Context: an optimization exercise on an open-source flow, tuned for small area and a short achievable clock period. The choices shown serve that exercise and are no tape-out recipe. No run shown here included a check of the RTL's function; only the layout flow was run. Power and IR drop assume default switching activity.

==> flow/design.v <==
module sram_aoi222 (
    input  logic a1, a2, b1, b2, c1, c2,
    output logic y
);
    assign y = !((a1 && a2) || (b1 && b2) || (c1 && c2));
endmodule
module sram_aoi22 (
    input  logic a1, a2, b1, b2,
    output logic y
);
    assign y = !((a1 && a2) || (b1 && b2));
endmodule
module sram_andn #(
    parameter int N = 11
) (
    input  logic [N-1:0] t,
    output logic         y_n
);
    assign y_n = &t;
endmodule
module sram_rdec #(
    parameter int AW = 5
) (
    input  logic             rv,
    input  logic             rdy,
    input  logic [AW-1:0]    addr,
    output logic [2**AW-1:0] rsel
);
    localparam int LO = AW / 2;
    localparam int HI = AW - LO;
    logic             ld;
    logic [2**LO-1:0] r_lo;
    logic [2**HI-1:0] r_hi;
    assign ld = !rv || rdy;
    always_comb begin
        for (int j = 0; j < 2**LO; j++) r_lo[j] = (addr[LO-1:0] == LO'(j));
        for (int k = 0; k < 2**HI; k++) r_hi[k] = ld && (addr[AW-1:LO] == HI'(k));
        for (int w = 0; w < 2**AW; w++) rsel[w] = r_lo[w % 2**LO] && r_hi[w / 2**LO];
    end
endmodule
module sram_lane (
    input  logic word_n,
    input  logic byte_n,
    output logic en
);
    assign en = !(word_n || byte_n);
endmodule
module sram_rdbit #(
    parameter int N = 32
) (
    input  logic [N-1:0] sel,
    input  logic [N-1:0] d,
    input  logic         ld_n,
    input  logic         hold_n,
    output logic         y_n
);
    localparam int NG = (N + 1) / 3;
    logic [N:0]    s_all;
    logic [N:0]    d_all;
    logic [NG-1:0] t;
    assign s_all = {ld_n, sel};
    assign d_all = {!hold_n, d};
    if (3*NG != N + 1) begin : g_bad
        $error("sram_rdbit: N + 1 must be a multiple of 3");
    end
    for (genvar g = 0; g < NG; g++) begin : g_aoi
        sram_aoi222 u_aoi (
            .a1(s_all[3*g]),   .a2(d_all[3*g]),
            .b1(s_all[3*g+1]), .b2(d_all[3*g+1]),
            .c1(s_all[3*g+2]), .c2(d_all[3*g+2]),
            .y(t[g])
        );
    end
    sram_andn #(.N(NG)) u_or (.t(t), .y_n(y_n));
endmodule
module sram_bank #(
    parameter int ADDR_WIDTH = 5,
    parameter int DATA_WIDTH = 64
) (
    input  logic                    clk,
    input  logic                    rst_n,
    input  logic                    req_valid,
    output logic                    req_ready,
    input  logic                    req_we,
    input  logic [ADDR_WIDTH-1:0]   req_addr,
    input  logic [DATA_WIDTH-1:0]   req_wdata,
    input  logic [DATA_WIDTH/8-1:0] req_be,
    output logic                    rsp_valid,
    input  logic                    rsp_ready,
    output logic [DATA_WIDTH-1:0]   rsp_rdata,
    output logic                    init_busy
);
    localparam int DEPTH = 2 ** ADDR_WIDTH;
    localparam int NB    = DATA_WIDTH / 8;
    localparam int LO    = ADDR_WIDTH / 2;          
    localparam int HI    = ADDR_WIDTH - LO;
    logic [DATA_WIDTH-1:0] mem_q [DEPTH];
    logic                  done_q;
    logic                  done_o_q;
    logic                  done_r_q;
    logic [ADDR_WIDTH-1:0] init_cnt;
    logic                  last_cnt;
    assign last_cnt = &init_cnt;
    always_ff @(posedge clk or negedge rst_n) begin
        if (!rst_n) begin
            done_q   <= 1'b0;
            done_o_q <= 1'b0;
            done_r_q <= 1'b0;
            init_cnt <= '0;
        end else begin
            done_q   <= done_q   || last_cnt;
            done_o_q <= done_o_q || last_cnt;
            done_r_q <= done_r_q || last_cnt;
            if (!done_q) init_cnt <= init_cnt + 1'b1;
        end
    end
    logic rv_q;
    logic rv_r_q;
    assign init_busy = rst_n && !done_o_q;
    assign req_ready = done_r_q && (!rv_r_q || rsp_ready);
    logic rsp_ld;        
    logic acc;           
    assign rsp_ld = !rv_q || rsp_ready;
    assign acc    = req_valid && rsp_ld;
    logic [ADDR_WIDTH-1:0] w_addr;
    logic [NB-1:0]         w_byte_n;
    logic [DATA_WIDTH-1:0] w_data;
    logic [2**LO-1:0]      w_lo;
    logic [2**HI-1:0]      w_hi;
    logic [DEPTH-1:0]      w_word_n;
    assign w_addr   = done_q ? req_addr : init_cnt;
    assign w_byte_n = done_q ? ~(req_be & {NB{acc && req_we}}) : '0;
    assign w_data   = done_q ? req_wdata : '0;
    always_comb begin
        for (int j = 0; j < 2**LO; j++) w_lo[j] = (w_addr[LO-1:0] == LO'(j));
        for (int k = 0; k < 2**HI; k++) w_hi[k] = (w_addr[ADDR_WIDTH-1:LO] == HI'(k));
        for (int w = 0; w < DEPTH; w++) w_word_n[w] = !(w_lo[w % 2**LO] && w_hi[w / 2**LO]);
    end
    for (genvar w = 0; w < DEPTH; w++) begin : g_word
        for (genvar b = 0; b < NB; b++) begin : g_byte
            logic lane_en;
            sram_lane u_lane (.word_n(w_word_n[w]), .byte_n(w_byte_n[b]), .en(lane_en));
            always_ff @(posedge clk) begin
                if (lane_en) begin
                    mem_q[w][8*b +: 8] <= w_data[8*b +: 8];
                end
            end
        end
    end
    localparam int NH = 2;                   
    localparam int BH = DATA_WIDTH / NH;     
    logic                  rd_accept;
    logic [DEPTH-1:0]      rsel [NH];
    logic                  rsp_ld_n;
    logic [DATA_WIDTH-1:0] rword_n;
    logic [DATA_WIDTH-1:0] rdata_n_q;
    assign rd_accept = done_q && acc && !req_we;
    assign rsp_ld_n  = !rsp_ld;
    for (genvar h = 0; h < NH; h++) begin : g_rdec
        sram_rdec #(.AW(ADDR_WIDTH)) u_rdec (
            .rv(rv_q), .rdy(rsp_ready), .addr(req_addr), .rsel(rsel[h])
        );
    end
    for (genvar i = 0; i < DATA_WIDTH; i++) begin : g_rd
        logic [DEPTH-1:0] col;
        for (genvar w = 0; w < DEPTH; w++) begin : g_col
            assign col[w] = mem_q[w][i];
        end
        sram_rdbit #(.N(DEPTH)) u_rd (
            .sel(rsel[i / BH]), .d(col), .ld_n(rsp_ld_n), .hold_n(rdata_n_q[i]),
            .y_n(rword_n[i])
        );
    end
    always_ff @(posedge clk or negedge rst_n) begin
        if (!rst_n) begin
            rsp_valid <= 1'b0;
            rv_q      <= 1'b0;
            rv_r_q    <= 1'b0;
        end else begin
            if (!rsp_valid || rsp_ready) rsp_valid <= rd_accept;
            if (!rv_q      || rsp_ready) rv_q      <= rd_accept;
            if (!rv_r_q    || rsp_ready) rv_r_q    <= rd_accept;
        end
    end
    always_ff @(posedge clk) begin
        rdata_n_q <= rword_n;
    end
    assign rsp_rdata = ~rdata_n_q;
endmodule
==> flow/flow/run.sh <==
#!/bin/bash
# Standard ORFS layout (the standard.sh) with three changes:
#  - port buffers are sky130_fd_sc_hd__buf_2 cells,
#  - the resizer may swap a cell for one of another footprint,
#  - CTS clusters up to 25 sinks within 80 um and inserts no dummy loads.
# make's full output goes to flow_make.log here; ORFS's per-step logs stay
# under orfs/logs/.
set -euo pipefail
bash standard.sh \
  MATCH_CELL_FOOTPRINT=0 \
  "BUFFER_PORTS_ARGS=-buffer_cell sky130_fd_sc_hd__buf_2" \
  "CTS_ARGS=-sink_clustering_enable -repair_clock_nets -dont_use_dummy_load -sink_clustering_size 25 -sink_clustering_max_diameter 80" \
  finish > flow_make.log 2>&1
==> flow/standard.sh <==
#!/bin/bash
# synth_recipe.tcl (not shown) runs the flow's synth.tcl, then flattens the netlist and writes it again
# the make line also repeats each setting of config.mk as NAME=value (left out here)
make -C /OpenROAD-flow-scripts/flow DESIGN_CONFIG=/design/flow/config.mk WORK_HOME=/design/flow/orfs CLKGATE_MAP_FILE= SYNTH_SCRIPT=/design/flow/synth_recipe.tcl "${@:-finish}"
==> flow/config.mk <==
export PLATFORM = sky130hd
export DESIGN_NAME = sram_bank
export DESIGN_NICKNAME = sram_bank
export VERILOG_FILES = /design/flow/design.v
export SDC_FILE = /design/flow/constraint.sdc
export NUM_CORES = 4
export LEC_CHECK = 0
export CAP_MARGIN = 20
export CORE_MARGIN = 2
export CORE_UTILIZATION = 60
export SETUP_SLACK_MARGIN = 2.6
export SLEW_MARGIN = 20
export SYNTH_HIERARCHICAL = 1
export SYNTH_MINIMUM_KEEP_SIZE = 0
==> flow/constraint.sdc <==
create_clock -name core_clock -period 5.0 [get_ports {clk}]
set_input_delay 1.0000 -clock core_clock [delete_from_list [all_inputs] [get_ports {clk}]]
set_output_delay 1.0000 -clock core_clock [all_outputs]
set_load 0.01 [all_outputs]
==> metrics.md, run 1 <==
| Metric | Value |
|---|---|
| CTS Hold Buffers Added | 0 |
| Type of destination of the critical path | flop |
| Synthesized flop and latch total | 2123 |
| Fraction of final layout cells with drive strength greater than 1 | 0.2720 |
| TritonCTS clock tree | yes |
| Critical path endpoint | rdata_n_q[42]$_DFF_P_ |
| Largest net degree at the start of global routing | 42 |
| Vias post-DR | 43.55k |
| Post-Synth Simple-Gate Area | 0.05913 |
| Final setup vio count | 0 |
| Crit path max fanout | 7 |
| Main combinational cell family by area after synthesis | compound AO/OA/AOI/OAI gates |
| Unrepaired setup endpoints after global routing | yes |
| Final instance area | 88430 sq um |
| Syn Nets | 3830 |
| Count of cell types in the netlist | 40 |
| Main synth FF type | edfxtp_1 |
| Number of global-route vias before repair | 42.63k |
| Mean Syn Cell Area | 20.21 sq um |
| GRT Total Usage | 0.3260 |
| Placed Instance Area | 81050 sq um |
| Adder and majority gate portion of the synthesized area | 0.0003305 |
| Starting DRT DRC Count | 9033 |
| Total Wirelength | 215700 um |
| Startpoint class of the critical path | flop |
| Mux contribution to synthesized area | 0.0002975 |
| R2R Setup Slk | 2.38 ns |
| Post-synthesis cell area | 75710 sq um |
| Port-buffer cells | 148 |
| Reg clk slew, reported paths | 0.09 ns |
| Final Skew | 0.04021 ns |
| Area occupied by multi-input gates | 14780 sq um |
| Starting Density | 0.6037 |
| Post-synthesis async set-or-reset flop share | 0.005181 |
| Post-route setup TNS | 0 ns |
| Root Buffer | clkbuf_16 |
| Number of synthesized flops with an enable pin | 2048 |
| Required time worst endpoint | 5.63 ns |
| Slew HR | 0.2151 |
| Syn-to-layout area delta | 16.79% |
| Worst hold path type | input port to async pin |
| CTS sink cnt | 2123 |
| Yosys synthesis warning count | 11 |
| Xor/xnor share of the synthesized area | 0.0003470 |
| Worst setup margin | 2.380 ns |
| RD Place Congestion | 0.8650 |
| Power per Cell Area | 338.2 nW/um^2 |
| Routed len/inst | 35.88 um |
| FF/Latch Area | 63080 sq um |
| Worst Path Arrival | 3.25 ns |
| Final min period | 2.620 ns |
| Num CTS Buffers | 97 |
| Die Area | 129000 sq um |
| Mapped Cells | 3746 |
| First-pass GRT wire length | 302400 um |
| Setup CP Type | flop to flop |
| Max frequency | 0.3817 GHz |
| ANT nets after route | 0 |
| DIE WIDTH | 359.2 um |
| Sequential area share after synthesis | 0.8328 |
| Top-area cell type share of the netlist area | 0.8123 |
| Maximum root-to-sink buffer count | 3 |
| Maximum vdd drop | 273.8 uV |
| Final hold viol count | 0 |
| Detailed-placement wirelength estimate | 136100 um |
| H-tree Lvls | 3 |
| FF-to-FF Start | rv_q$_DFFE_PN0P_ |
| Fin util | 0.7051 |
| Ports | 149 |
| Most area-consuming cells after synthesis | edfxtp_1 (81%), a222oi_1 (9.3%), dfxtp_1 (1.7%) |
| Tot Pwr | 29.90 mW |
| RR Endpoint | rdata_n_q[42]$_DFF_P_ |
| Initial antenna violation count | 5 |
| Max Transition Viols Final | 0 |
| Global route overflow | 0 |
| Fillers | 7640 |
| Core Area | 125400 sq um |
| Core Rows | 130 |
| DRC Markers | 0 |
| Worst setup path start | rv_q$_DFFE_PN0P_ |
| Status | timing/DRC/antenna clean |
| Chip height | 359.2 um |
| Vias per inst | 7.243 |
| Reg2reg path depth | 11 |
| DP Worst Slack | 0.8838 ns |
| Nets | 4447 |
| Complex-gate fraction of the synthesized area | 0.09653 |
| Tightest Pin Transition | 1.177 ns |
| Worst skew pair latency | 0.72 ns |
| Lkg Pwr | 27.58 nW |
| Final period utilization | 0.5240 |
| Cell taking the most area after synthesis | edfxtp_1 |
| 1st-pass router iterations | 13 |
| Maxcap violations | 0 |
cells by family after synthesis:
logic type / after synthesis
AND/OR/NAND/NOR: 695
XOR/XNOR: 3
buffers and inverters: 175
multiplexers: 2
adder cells (fa/ha/maj): 2
AO/OA/AOI/OAI: 746
flip-flops: 2123
power breakdown:
group	switching (mW)	total (mW)	internal (mW)
registers	0.114	19.7	19.6
clock network	4.98	8.45	3.47
logic	1.17	1.74	0.574
synthesized netlist by cell type, drive strengths merged, types with 7 or more instances:
master	count
or2	7
nor4b	36
clkbuf	12
nand2b	11
and2	66
buf	32
dfxtp	64
nor3	65
nand3	64
nand4	128
inv	131
dfrtp	11
nor4	33
a222oi	704
a31oi	8
o22ai	33
nor2	256
edfxtp	2048
placed cells by master, fill, tap and decap left out, types with 4 or more instances in the layout:
| cell type | Yosys | layout |
|---|---|---|
| buf_4 | 1 | 241 |
| buf_8 | 1 | 15 |
| dfxtp_2 | 0 | 10 |
| and4bb_2 | 6 | 6 |
| or2_4 | 0 | 4 |
| and2_1 | 66 | 26 |
| a222oi_1 | 704 | 704 |
| inv_1 | 131 | 128 |
| a31oi_4 | 0 | 10 |
| o22ai_4 | 0 | 30 |
| dfxtp_1 | 64 | 54 |
| nand4_1 | 128 | 128 |
| buf_6 | 13 | 47 |
| edfxtp_1 | 2048 | 2048 |
| nor4_4 | 0 | 33 |
| nor2_4 | 0 | 173 |
| clkbuf_16 | 0 | 105 |
| clkbuf_8 | 0 | 5 |
| buf_2 | 16 | 140 |
| nand3_1 | 64 | 64 |
| dfrtp_1 | 11 | 7 |
| nand2b_4 | 0 | 10 |
| and2_2 | 0 | 38 |
| buf_12 | 0 | 97 |
| nor2_2 | 0 | 83 |
| nor4b_4 | 0 | 36 |
| nor3_2 | 65 | 64 |
final cells by class:
class                   instances  area share
well taps                    1650     0.02335
diodes                          2  0.00005660
repair inverters                1  0.00008490
flip-flops and latches       2123      0.7133
multi-input cells            1452      0.1672
repair buffers                557     0.06294
clock buffers                  97     0.02745
inverters                     131    0.005646
per-module statistics from Yosys (local to each module, per instance), a selection:
module	area (sq um)	times used	flip-flops and latches	cells inside
sram_aoi222	10.01	704	0	1
sram_bank	64520	1	2123	2358
sram_lane	3.754	256	0	1
critical path, stage by stage (launching register included):
cell and delay [ns]:
dfrtp_2 0.46, nor2b_4 0.26, buf_6 0.13, buf_6 0.09, buf_6 0.11, buf_4 0.12, nor4_4 0.05, buf_6 0.17
buf_8 0.14, a222oi_1 0.37, nand4_1 0.39, nor3_2 0.22
worst min-delay path by stage:
stage | startpoint | end | depth (start not counted)
6_report | rst_n | done_r_q$_DFF_PN0_ | 2
4_1_cts | rst_n | done_r_q$_DFF_PN0_ | 2
3_3_place_gp | done_r_q$_DFF_PN0_ | done_r_q$_DFF_PN0_ | 1
3_5_place_dp | done_o_q$_DFF_PN0_ | done_o_q$_DFF_PN0_ | 1
5_1_grt | rst_n | done_r_q$_DFF_PN0_ | 2
2_1_floorplan | done_r_q$_DFF_PN0_ | done_r_q$_DFF_PN0_ | 1
through the flow:
stage / hold slack [ns] / instances
floorplan: 0.4301 / 3746
finish: 0.2183 / 6013
CTS: 0.1788 / 5938
detailed placement: 0.4666 / 5643
global placement: 0.4468 / 5635
global route: 0.1952 / 6011
flip-flops by register name, indices dropped and copies added, names as in the netlist:
name       flops
rv_r_q         1
done_o_q       1
rdata_n_q     64
done_q         1
done_r_q       1
rv_q           1
mem_q       2048
rsp_valid      1
init_cnt       5
metal layers:
| layer | wire length [um] | vias up | global-route usage | share of wire |
|---|---|---|---|---|
| met2 | 107200 | 2722 | 0.5419 | 0.50 |
| met4 | 7822 | 6 | 0.1071 | 0.036 |
| met3 | 21820 | 331 | 0.05747 | 0.10 |
| li1 | - | 17962 | - | - |
| met5 | 43 | - | 0 | 0.00020 |
| met1 | 78810 | 22529 | 0.4430 | 0.37 |
timing repair:
| action | in CTS | in global routing |
|---|---|---|
| cloned | 7 | 8 |
| pin swaps | 114 | 170 |
| setup endpoints to repair | 3199 | 535 |
| gates resized for setup | 396 | 126 |
| setup buffers | 191 | 65 |
==> inputs of run 2 (changes only) <==
--- a/flow/design.v
+++ b/flow/design.v
@@ -3,12 +3,6 @@
     output logic y
 );
     assign y = !((a1 && a2) || (b1 && b2) || (c1 && c2));
-endmodule
-module sram_aoi22 (
-    input  logic a1, a2, b1, b2,
-    output logic y
-);
-    assign y = !((a1 && a2) || (b1 && b2));
 endmodule
 module sram_andn #(
     parameter int N = 11
@@ -18,32 +12,12 @@
 );
     assign y_n = &t;
 endmodule
-module sram_rdec #(
-    parameter int AW = 5
-) (
-    input  logic             rv,
-    input  logic             rdy,
-    input  logic [AW-1:0]    addr,
-    output logic [2**AW-1:0] rsel
-);
-    localparam int LO = AW / 2;
-    localparam int HI = AW - LO;
-    logic             ld;
-    logic [2**LO-1:0] r_lo;
-    logic [2**HI-1:0] r_hi;
-    assign ld = !rv || rdy;
-    always_comb begin
-        for (int j = 0; j < 2**LO; j++) r_lo[j] = (addr[LO-1:0] == LO'(j));
-        for (int k = 0; k < 2**HI; k++) r_hi[k] = ld && (addr[AW-1:LO] == HI'(k));
-        for (int w = 0; w < 2**AW; w++) rsel[w] = r_lo[w % 2**LO] && r_hi[w / 2**LO];
-    end
-endmodule
 module sram_lane (
-    input  logic word_n,
-    input  logic byte_n,
+    input  logic word_sel,
+    input  logic byte_sel,
     output logic en
 );
-    assign en = !(word_n || byte_n);
+    assign en = word_sel && byte_sel;
 endmodule
 module sram_rdbit #(
     parameter int N = 32
@@ -123,23 +97,23 @@
     assign rsp_ld = !rv_q || rsp_ready;
     assign acc    = req_valid && rsp_ld;
     logic [ADDR_WIDTH-1:0] w_addr;
-    logic [NB-1:0]         w_byte_n;
+    logic [NB-1:0]         w_byte;
     logic [DATA_WIDTH-1:0] w_data;
     logic [2**LO-1:0]      w_lo;
     logic [2**HI-1:0]      w_hi;
-    logic [DEPTH-1:0]      w_word_n;
+    logic [DEPTH-1:0]      w_word;
     assign w_addr   = done_q ? req_addr : init_cnt;
-    assign w_byte_n = done_q ? ~(req_be & {NB{acc && req_we}}) : '0;
+    assign w_byte   = done_q ? (req_be & {NB{acc && req_we}}) : '1;
     assign w_data   = done_q ? req_wdata : '0;
     always_comb begin
         for (int j = 0; j < 2**LO; j++) w_lo[j] = (w_addr[LO-1:0] == LO'(j));
         for (int k = 0; k < 2**HI; k++) w_hi[k] = (w_addr[ADDR_WIDTH-1:LO] == HI'(k));
-        for (int w = 0; w < DEPTH; w++) w_word_n[w] = !(w_lo[w % 2**LO] && w_hi[w / 2**LO]);
+        for (int w = 0; w < DEPTH; w++) w_word[w] = w_lo[w % 2**LO] && w_hi[w / 2**LO];
     end
     for (genvar w = 0; w < DEPTH; w++) begin : g_word
         for (genvar b = 0; b < NB; b++) begin : g_byte
             logic lane_en;
-            sram_lane u_lane (.word_n(w_word_n[w]), .byte_n(w_byte_n[b]), .en(lane_en));
+            sram_lane u_lane (.word_sel(w_word[w]), .byte_sel(w_byte[b]), .en(lane_en));
             always_ff @(posedge clk) begin
                 if (lane_en) begin
                     mem_q[w][8*b +: 8] <= w_data[8*b +: 8];
@@ -147,28 +121,27 @@
             end
         end
     end
-    localparam int NH = 2;                   
-    localparam int BH = DATA_WIDTH / NH;     
     logic                  rd_accept;
-    logic [DEPTH-1:0]      rsel [NH];
+    logic [2**LO-1:0]      r_lo;
+    logic [2**HI-1:0]      r_hi;
+    logic [DEPTH-1:0]      rsel;
     logic                  rsp_ld_n;
     logic [DATA_WIDTH-1:0] rword_n;
     logic [DATA_WIDTH-1:0] rdata_n_q;
     assign rd_accept = done_q && acc && !req_we;
-    assign rsp_ld_n  = !rsp_ld;
-    for (genvar h = 0; h < NH; h++) begin : g_rdec
-        sram_rdec #(.AW(ADDR_WIDTH)) u_rdec (
-            .rv(rv_q), .rdy(rsp_ready), .addr(req_addr), .rsel(rsel[h])
-        );
+    always_comb begin
+        for (int j = 0; j < 2**LO; j++) r_lo[j] = (req_addr[LO-1:0] == LO'(j));
+        for (int k = 0; k < 2**HI; k++) r_hi[k] = rsp_ld && (req_addr[ADDR_WIDTH-1:LO] == HI'(k));
+        for (int w = 0; w < DEPTH; w++) rsel[w] = r_lo[w % 2**LO] && r_hi[w / 2**LO];
     end
+    assign rsp_ld_n = !rsp_ld;
     for (genvar i = 0; i < DATA_WIDTH; i++) begin : g_rd
         logic [DEPTH-1:0] col;
         for (genvar w = 0; w < DEPTH; w++) begin : g_col
             assign col[w] = mem_q[w][i];
         end
         sram_rdbit #(.N(DEPTH)) u_rd (
-            .sel(rsel[i / BH]), .d(col), .ld_n(rsp_ld_n), .hold_n(rdata_n_q[i]),
-            .y_n(rword_n[i])
+            .sel(rsel), .d(col), .ld_n(rsp_ld_n), .hold_n(rdata_n_q[i]), .y_n(rword_n[i])
         );
     end
     always_ff @(posedge clk or negedge rst_n) begin
==> metrics.md, run 2 <==
| Metric | Value |
|---|---|
| Core Area | 125200 sq um |
| 1st-pass router iterations | 10 |
| Final hold viol count | 0 |
| Vias per inst | 7.384 |
| Startpoint class of the critical path | input port |
| Type of destination of the critical path | flop |
| Die Area | 128800 sq um |
| CTS sink cnt | 2123 |
| Routed len/inst | 37.77 um |
| Post-synth top cells | edfxtp_1 (2048), a222oi_1 (704), and2_1 (321), inv_1 (137), nand4_1 (129) |
| Starting Density | 0.6033 |
| Number of global-route vias before repair | 41.63k |
| Largest net degree at the start of global routing | 49 |
| Count leader, synth | edfxtp_1 |
| Post-route setup TNS | 0 ns |
| Post-synthesis cell area | 75560 sq um |
| Cell taking the most area after synthesis | edfxtp_1 |
| Total Wirelength | 221700 um |
| Final min period | 2.580 ns |
| H-tree Lvls | 3 |
| Nets | 4290 |
| RD Place Congestion | 0.8792 |
| Root Buffer | clkbuf_16 |
| Post-synthesis async set-or-reset flop share | 0.005181 |
| Chip height | 358.9 um |
| Max frequency | 0.3875 GHz |
| Worst skew pair latency | 0.72 ns |
| Sequential area share after synthesis | 0.8345 |
| Maxcap violations | 0 |
| Ports | 149 |
| Final period utilization | 0.5161 |
| Top-area cell type share of the netlist area | 0.8139 |
| Unrepaired setup endpoints after global routing | yes |
| Fraction of final layout cells with drive strength greater than 1 | 0.2410 |
| Main synth FF type | edfxtp_1 |
| Mean Syn Cell Area | 20.42 sq um |
| Number of synthesized flops with an enable pin | 2048 |
| TritonCTS clock tree | yes |
| Required time worst endpoint | 5.64 ns |
| Global route overflow | 0 |
| DIE WIDTH | 358.9 um |
| Status | timing/DRC/antenna clean |
| Largest regs | mem_q: 2048 flops, rdata_n_q: 64 flops, init_cnt: 5 flops |
| Starting DRT DRC Count | 9707 |
| Mapped Cells | 3700 |
| Core Rows | 130 |
| Crit path max fanout | 14 |
| Placed Instance Area | 80260 sq um |
| Most frequent cells in the layout | edfxtp_1 (2048), a222oi_1 (704), and2_4 (166) |
| Power per Cell Area | 346.8 nW/um^2 |
| Slew HR | 0.4569 |
| Yosys synthesis warning count | 8 |
| Final instance area | 85580 sq um |
| Max reg flops | 2048 |
| Count of cell types in the netlist | 37 |
| Reg clk slew, reported paths | 0.10 ns |
| Num CTS Buffers | 96 |
| Worst Path Arrival | 3.22 ns |
| Lkg Pwr | 27.52 nW |
| Maximum root-to-sink buffer count | 3 |
| ANT nets after route | 0 |
| Maximum vdd drop | 337.8 uV |
| DRC Markers | 0 |
| Commonest non-fill, non-tap cell in the layout | edfxtp_1 |
| Final setup vio count | 0 |
| Tightest Pin Transition | 0.8146 ns |
| Setup CP Type | input port to flop |
| Fillers | 8043 |
| First-pass GRT wire length | 308400 um |
| Most area-consuming cells after synthesis | edfxtp_1 (81%), a222oi_1 (9.3%), and2_1 (2.7%) |
| CTS Hold Buffers Added | 0 |
| Most flops, register | mem_q |
| Initial antenna violation count | 17 |
| Max Transition Viols Final | 0 |
| Worst hold path type | input port to async pin |
| Port-buffer cells | 148 |
| Syn Nets | 3784 |
| Vias post-DR | 43.34k |
| Synthesized flop and latch total | 2123 |
| Detailed-placement wirelength estimate | 137700 um |
| Syn-to-layout area delta | 13.25% |
| Final Skew | 0.03942 ns |
| GRT Total Usage | 0.3377 |
## run 2: path summary, 6_finish.rpt
check                                    from                     to  slack [ns]  depth (start not counted)
max                               req_addr[2]  rdata_n_q[31]$_DFF_P_        2.42                          9
min                                     rst_n  rsp_valid$_DFFE_PN0P_        0.30                          2
max reg2reg                  rv_q$_DFFE_PN0P_  rdata_n_q[31]$_DFF_P_        2.44                          9
min reg2reg                done_r_q$_DFF_PN0_     done_r_q$_DFF_PN0_        0.49                          1
max in group asynchronous               rst_n       done_q$_DFF_PN0_        4.48                          2
min in group core_clock    done_r_q$_DFF_PN0_     done_r_q$_DFF_PN0_        0.49                          1
## run 2: final cells by class
class,instances,area [sq um],share of cell area
multi-input combinational,1411,13320,0.1557
sequential,2123,63080,0.7371
clock buffer,96,2402,0.02807
inverter,137,514.2,0.006009
antenna,16,40.04,0.0004679
timing repair buffer,437,4156,0.04857
tap,1650,2064,0.02412
## run 2: Yosys stat by module (local to each module, per instance), a selection
module | copies in the design | cell area (sq um) | flip-flops and latches
sram_aoi222 | 704 | 10.01 | 0
sram_bank | 1 | 64910 | 2123
sram_lane | 256 | 6.256 | 0
## run 2: cell families after synthesis
family                   Yosys count  share of synthesized area
AND/OR/NAND/NOR                  653                    0.05808
adder cells (fa/ha/maj)            2                  0.0003311
buffers and inverters            171                   0.009107
XOR/XNOR                           3                  0.0003478
multiplexers                       2                  0.0002980
AO/OA/AOI/OAI                    746                    0.09738
flip-flops                      2123                     0.8345
## run 2: stage by stage
stage               total power, mW  setup slack (ns)  hold slack, ns  instances  utilization
floorplan                     20.78             1.376          0.4301       3700            -
detailed placement            21.51             1.021          0.4572       5639       0.6408
global route                  30.44             2.444          0.2646       5855       0.6830
CTS                           29.71             2.514          0.2450       5829       0.6782
finish                        29.68             2.420          0.3047       5870       0.6833
global placement              21.48             1.140          0.4522       5632       0.6401
## run 2: what timing repair did
item | in CTS | in global routing
endpoints found under the setup margin | 3015 | 1626
gates resized for setup | 562 | 134
pin swaps | 139 | 137
gates cloned | 15 | 4
buffers inserted | 79 | 21
hold endpoints to repair | 0 | 0
## run 2: critical path: stages
cell and delay, ns:
buf_2 0.23, buf_12 0.15, buf_8 0.20, nor4_4 0.08
buf_6 0.15, buf_12 0.15, a222oi_1 0.63, nand4_1 0.36
nor3_2 0.24
## run 2: metal layers
metal  part of all wire  global-route usage  wire (um)
met2               0.48              0.5393     106000
met4              0.037              0.1163       8154
met1               0.37              0.4779      82860
met3               0.11             0.05990      24540
met5            0.00041                   0         90
## run 2: power by group
group | internal (mW) | switching (mW) | total [mW] | leakage, nW
sequential | 19.6 | 0.128 | 19.7 | 19.1
combinational | 0.484 | 1.06 | 1.54 | 7.26
clock | 3.43 | 4.97 | 8.41 | 1.18
total | 23.5 | 6.16 | 29.7 | 27.5
==> inputs of run 3 (changes only) <==
--- a/flow/config.mk
+++ b/flow/config.mk
@@ -5,10 +5,10 @@
 export SDC_FILE = /design/flow/constraint.sdc
 export NUM_CORES = 4
 export LEC_CHECK = 0
-export CAP_MARGIN = 20
+export CAP_MARGIN = 5
 export CORE_MARGIN = 2
 export CORE_UTILIZATION = 60
 export SETUP_SLACK_MARGIN = 2.6
-export SLEW_MARGIN = 20
+export SLEW_MARGIN = 5
 export SYNTH_HIERARCHICAL = 1
 export SYNTH_MINIMUM_KEEP_SIZE = 0
==> metrics.md, run 3 <==
| Metric | Value |
|---|---|
| DIE WIDTH | 358.9 um |
| Maximum root-to-sink buffer count | 3 |
| Startpoint class of the critical path | input port |
| Post-synthesis async set-or-reset flop share | 0.005181 |
| Syn Nets | 3784 |
| Max reg flops | 2048 |
| Chip height | 358.9 um |
| Vias per inst | 7.484 |
| Core Rows | 130 |
| Slowest Stage Delay on Critical Path | 0.63 ns |
| Mapped Cells | 3700 |
| GRT Total Usage | 0.3483 |
| Worst hold path type | input port to async pin |
| Unrepaired setup endpoints after global routing | yes |
| CTS sink cnt | 2123 |
| Port-buffer cells | 148 |
| Critical-path cell list | buf_6 > nor2b_4 > buf_6 > buf_8 > nor4b_4 > buf_4 > a222oi_1 > nand4_1 > nor3_2 |
| Post-route setup TNS | 0 ns |
| Most flops, register | mem_q |
| Largest net degree at the start of global routing | 49 |
| Syn-to-layout area delta | 14.59% |
| Commonest non-fill, non-tap cell in the layout | edfxtp_1 |
| Worst Path Arrival | 3.36 ns |
| Nets | 4345 |
| WHS | 0.2989 ns |
| RD Place Congestion | 0.8792 |
| Top-area cell type share of the netlist area | 0.8139 |
| Crit path max-delay family | simple AND/OR/NAND/NOR gates |
| Post-synthesis cell area | 75560 sq um |
| Pint | 23.57 mW |
| Routed len/inst | 40.23 um |
| Placed cell count | 5632 |
| Number of global-route vias before repair | 42.02k |
| Status | timing/DRC/antenna clean |
| Worst path bufs/invs | 4 |
| Largest regs | mem_q: 2048 flops, rdata_n_q: 64 flops, init_cnt: 5 flops |
| Starting Density | 0.6033 |
| Global route overflow | 0 |
| Yosys synthesis warning count | 8 |
| DRC Markers | 0 |
| Crit path max fanout | 24 |
| Most frequent CP cell | buf_6 |
| TritonCTS clock tree | yes |
| Max Transition Viols Final | 0 |
| Type of destination of the critical path | flop |
| Required time worst endpoint | 5.66 ns |
| First-pass GRT wire length | 316200 um |
| Sequential area share after synthesis | 0.8345 |
| Max frequency | 0.3698 GHz |
| Crit-path slowest cell | a222oi_1 |
| Comb power frac | 0.054 |
| Die Area | 128800 sq um |
| Mean Syn Cell Area | 20.42 sq um |
| Final hold viol count | 0 |
| H-tree Lvls | 3 |
| Part of the power in registers | 0.662 |
| Final setup vio count | 0 |
| Vias post-DR | 44.35k |
| ANT nets after route | 0 |
| Maximum vdd drop | 390.2 uV |
| Worst skew pair latency | 0.72 ns |
| Fin cells | 5925 |
| Fraction of final layout cells with drive strength greater than 1 | 0.2491 |
| Lkg Pwr | 28.02 nW |
| Core Area | 125200 sq um |
| Cell taking the most area after synthesis | edfxtp_1 |
| Ports | 149 |
| Count of cell types in the netlist | 37 |
| Final Skew | 0.05104 ns |
| Root Buffer | clkbuf_16 |
| Detailed-placement wirelength estimate | 137300 um |
| Most frequent cells in the layout | edfxtp_1 (2048), a222oi_1 (704), and2_4 (198) |
| Number of synthesized flops with an enable pin | 2048 |
| Initial antenna violation count | 18 |
| Clock group share of total power | 0.285 |
| Count leader, synth | edfxtp_1 |
| Maxcap violations | 0 |
| Final min period | 2.704 ns |
| Total Wirelength | 238400 um |
| Main synth FF type | edfxtp_1 |
| Power per Cell Area | 344.4 nW/um^2 |
| Tightest Pin Transition | 1.383 ns |
| Switching part of the total power | 0.2096 |
| Sw Pwr | 6.251 mW |
| Synthesized flop and latch total | 2123 |
| Final period utilization | 0.5409 |
| 1st-pass router iterations | 10 |
| Num CTS Buffers | 97 |
| Slew HR | 0.07812 |
| Starting DRT DRC Count | 10.25k |
| Post-synth top cells | edfxtp_1 (2048), a222oi_1 (704), and2_1 (321), inv_1 (137), nand4_1 (129) |
| Setup CP Type | input port to flop |
| Most area-consuming cells after synthesis | edfxtp_1 (81%), a222oi_1 (9.3%), and2_1 (2.7%) |
| R2R Setup Slk | 2.31 ns |
| Reg clk slew, reported paths | 0.10 ns |
==> run 3: cell counts after synthesis <==
Identical to the previous run, type by type.
==> run 3: worst reg2reg max path: cells and delay by family, from the launching register on <==
family	cells	cell delay [ns]
AOI/OAI and AO/OA	1	0.65
and+or+nand+nor	4	1.05
DFF	1	0.34
buffers and inverters	3	0.60
==> run 3: per-module statistics from Yosys, one instance, submodules excluded, a selection <==
module | copies in the design | area (sq um) | cells inside | flops+latches
sram_bank | 1 | 64910 | 2420 | 2123
sram_aoi222 | 704 | 10.01 | 1 | 0
sram_lane | 256 | 6.256 | 1 | 0
==> run 3: cell families (layout without fill, tap and decap cells) <==
group / after synthesis / after routing / synth area share
other: 0 / 16 / 0
AO/OA/AOI/OAI: 746 / 750 / 0.09738
adder cells (fa/ha/maj): 2 / 2 / 0.0003311
AND/OR/NAND/NOR: 653 / 653 / 0.05808
buffers and inverters: 171 / 726 / 0.009107
flip-flops: 2123 / 2123 / 0.8345
XOR/XNOR: 3 / 3 / 0.0003478
multiplexers: 2 / 2 / 0.0002980
==> run 3: routing by layer <==
| metal | vias up | global-route usage | part of all wire |
|---|---|---|---|
| li1 | 17653 | - | - |
| met1 | 22859 | 0.4802 | 0.35 |
| met2 | 3364 | 0.5502 | 0.47 |
| met3 | 467 | 0.07094 | 0.13 |
| met4 | 2 | 0.1477 | 0.049 |
| met5 | - | 0 | 0.000076 |
==> run 3: final timing paths <==
path,start,to,cells past startpoint
hold / removal,rst_n,done_q$_DFF_PN0_,2
setup reg to reg,rv_q$_DFFE_PN0P_,rdata_n_q[31]$_DFF_P_,8
hold reg to reg,done_o_q$_DFF_PN0_,done_o_q$_DFF_PN0_,1
setup / recovery,rsp_ready,rdata_n_q[31]$_DFF_P_,9
min in group core_clock,rsp_ready,rsp_valid$_DFFE_PN0P_,2
max in group asynchronous,rst_n,done_q$_DFF_PN0_,2
==> run 3: area by class of cell <==
class / instances / area, sq um
well taps: 1650 / 2064
clock buffers: 97 / 2427
multi-input cells: 1410 / 13370
repair buffers: 492 / 5106
fillers: 7943 / 38660
diodes: 16 / 40.04
flip-flops and latches: 2123 / 63070
inverters: 137 / 514.2
==> run 3: power groups by stage <==
stage / Combinational, mW / Sequential, mW / Clock [mW]
detailed placement: 1.38 / 20.1 / 0
global placement: 1.34 / 20.1 / 0
finish: 1.61 / 19.7 / 8.49
global route: 1.67 / 19.7 / 9.18
floorplan: 0.734 / 20.0 / 0
CTS: 1.50 / 19.7 / 8.55
==> run 3: timing repair <==
action / CTS / global route
endpoints found under the setup margin: 3295 / 1354
pin swaps: 191 / 236
hold buffers: 0 / 0
gates resized for setup: 574 / 211
gates cloned: 25 / 25
setup buffers: 97 / 32
==> run 3: metrics by stage <==
step / total power [mW] / setup WS [ns] / instance area (sq um) / utilization
global route: 30.58 / 2.350 / 86560 / 0.6911
floorplan: 20.78 / 1.376 / 76380 / -
finish: 29.82 / 2.296 / 86590 / 0.6914
global placement: 21.48 / 1.140 / 80160 / 0.6401
CTS: 29.77 / 2.417 / 85250 / 0.6806
detailed placement: 21.51 / 1.039 / 80160 / 0.6401

## separate check: timing with driven ports
Ports are ideal in the flow. The routed layouts listed here were re-timed in OpenROAD. Step 1, drivers: a clkbuf_16 drives clk and a buf_2 each remaining input, both assumed. Step 2 also shifts input and output timing later by t, the mid clock arrival at the registers, as if the neighbouring blocks saw the same clock. Slacks: ideal ports / drivers / drivers and shift; pairs: ideal ports / drivers.
run | t (ns) | setup slack, ns | latest minus earliest clock arrival (ns)
run 1 | 0.791 | 2.380 / 2.380 / 1.622 | 0.044 / 0.044
run 2 | 0.767 | 2.420 / 2.337 / 1.570 | 0.045 / 0.044
run 3 | 0.778 | 2.296 / 2.227 / 1.448 | 0.055 / 0.055
After both steps every run listed still meets setup and hold. For run 2, which loses most, drivers alone change the setup slack by -0.083 ns; drivers and shift together by -0.850 ns.
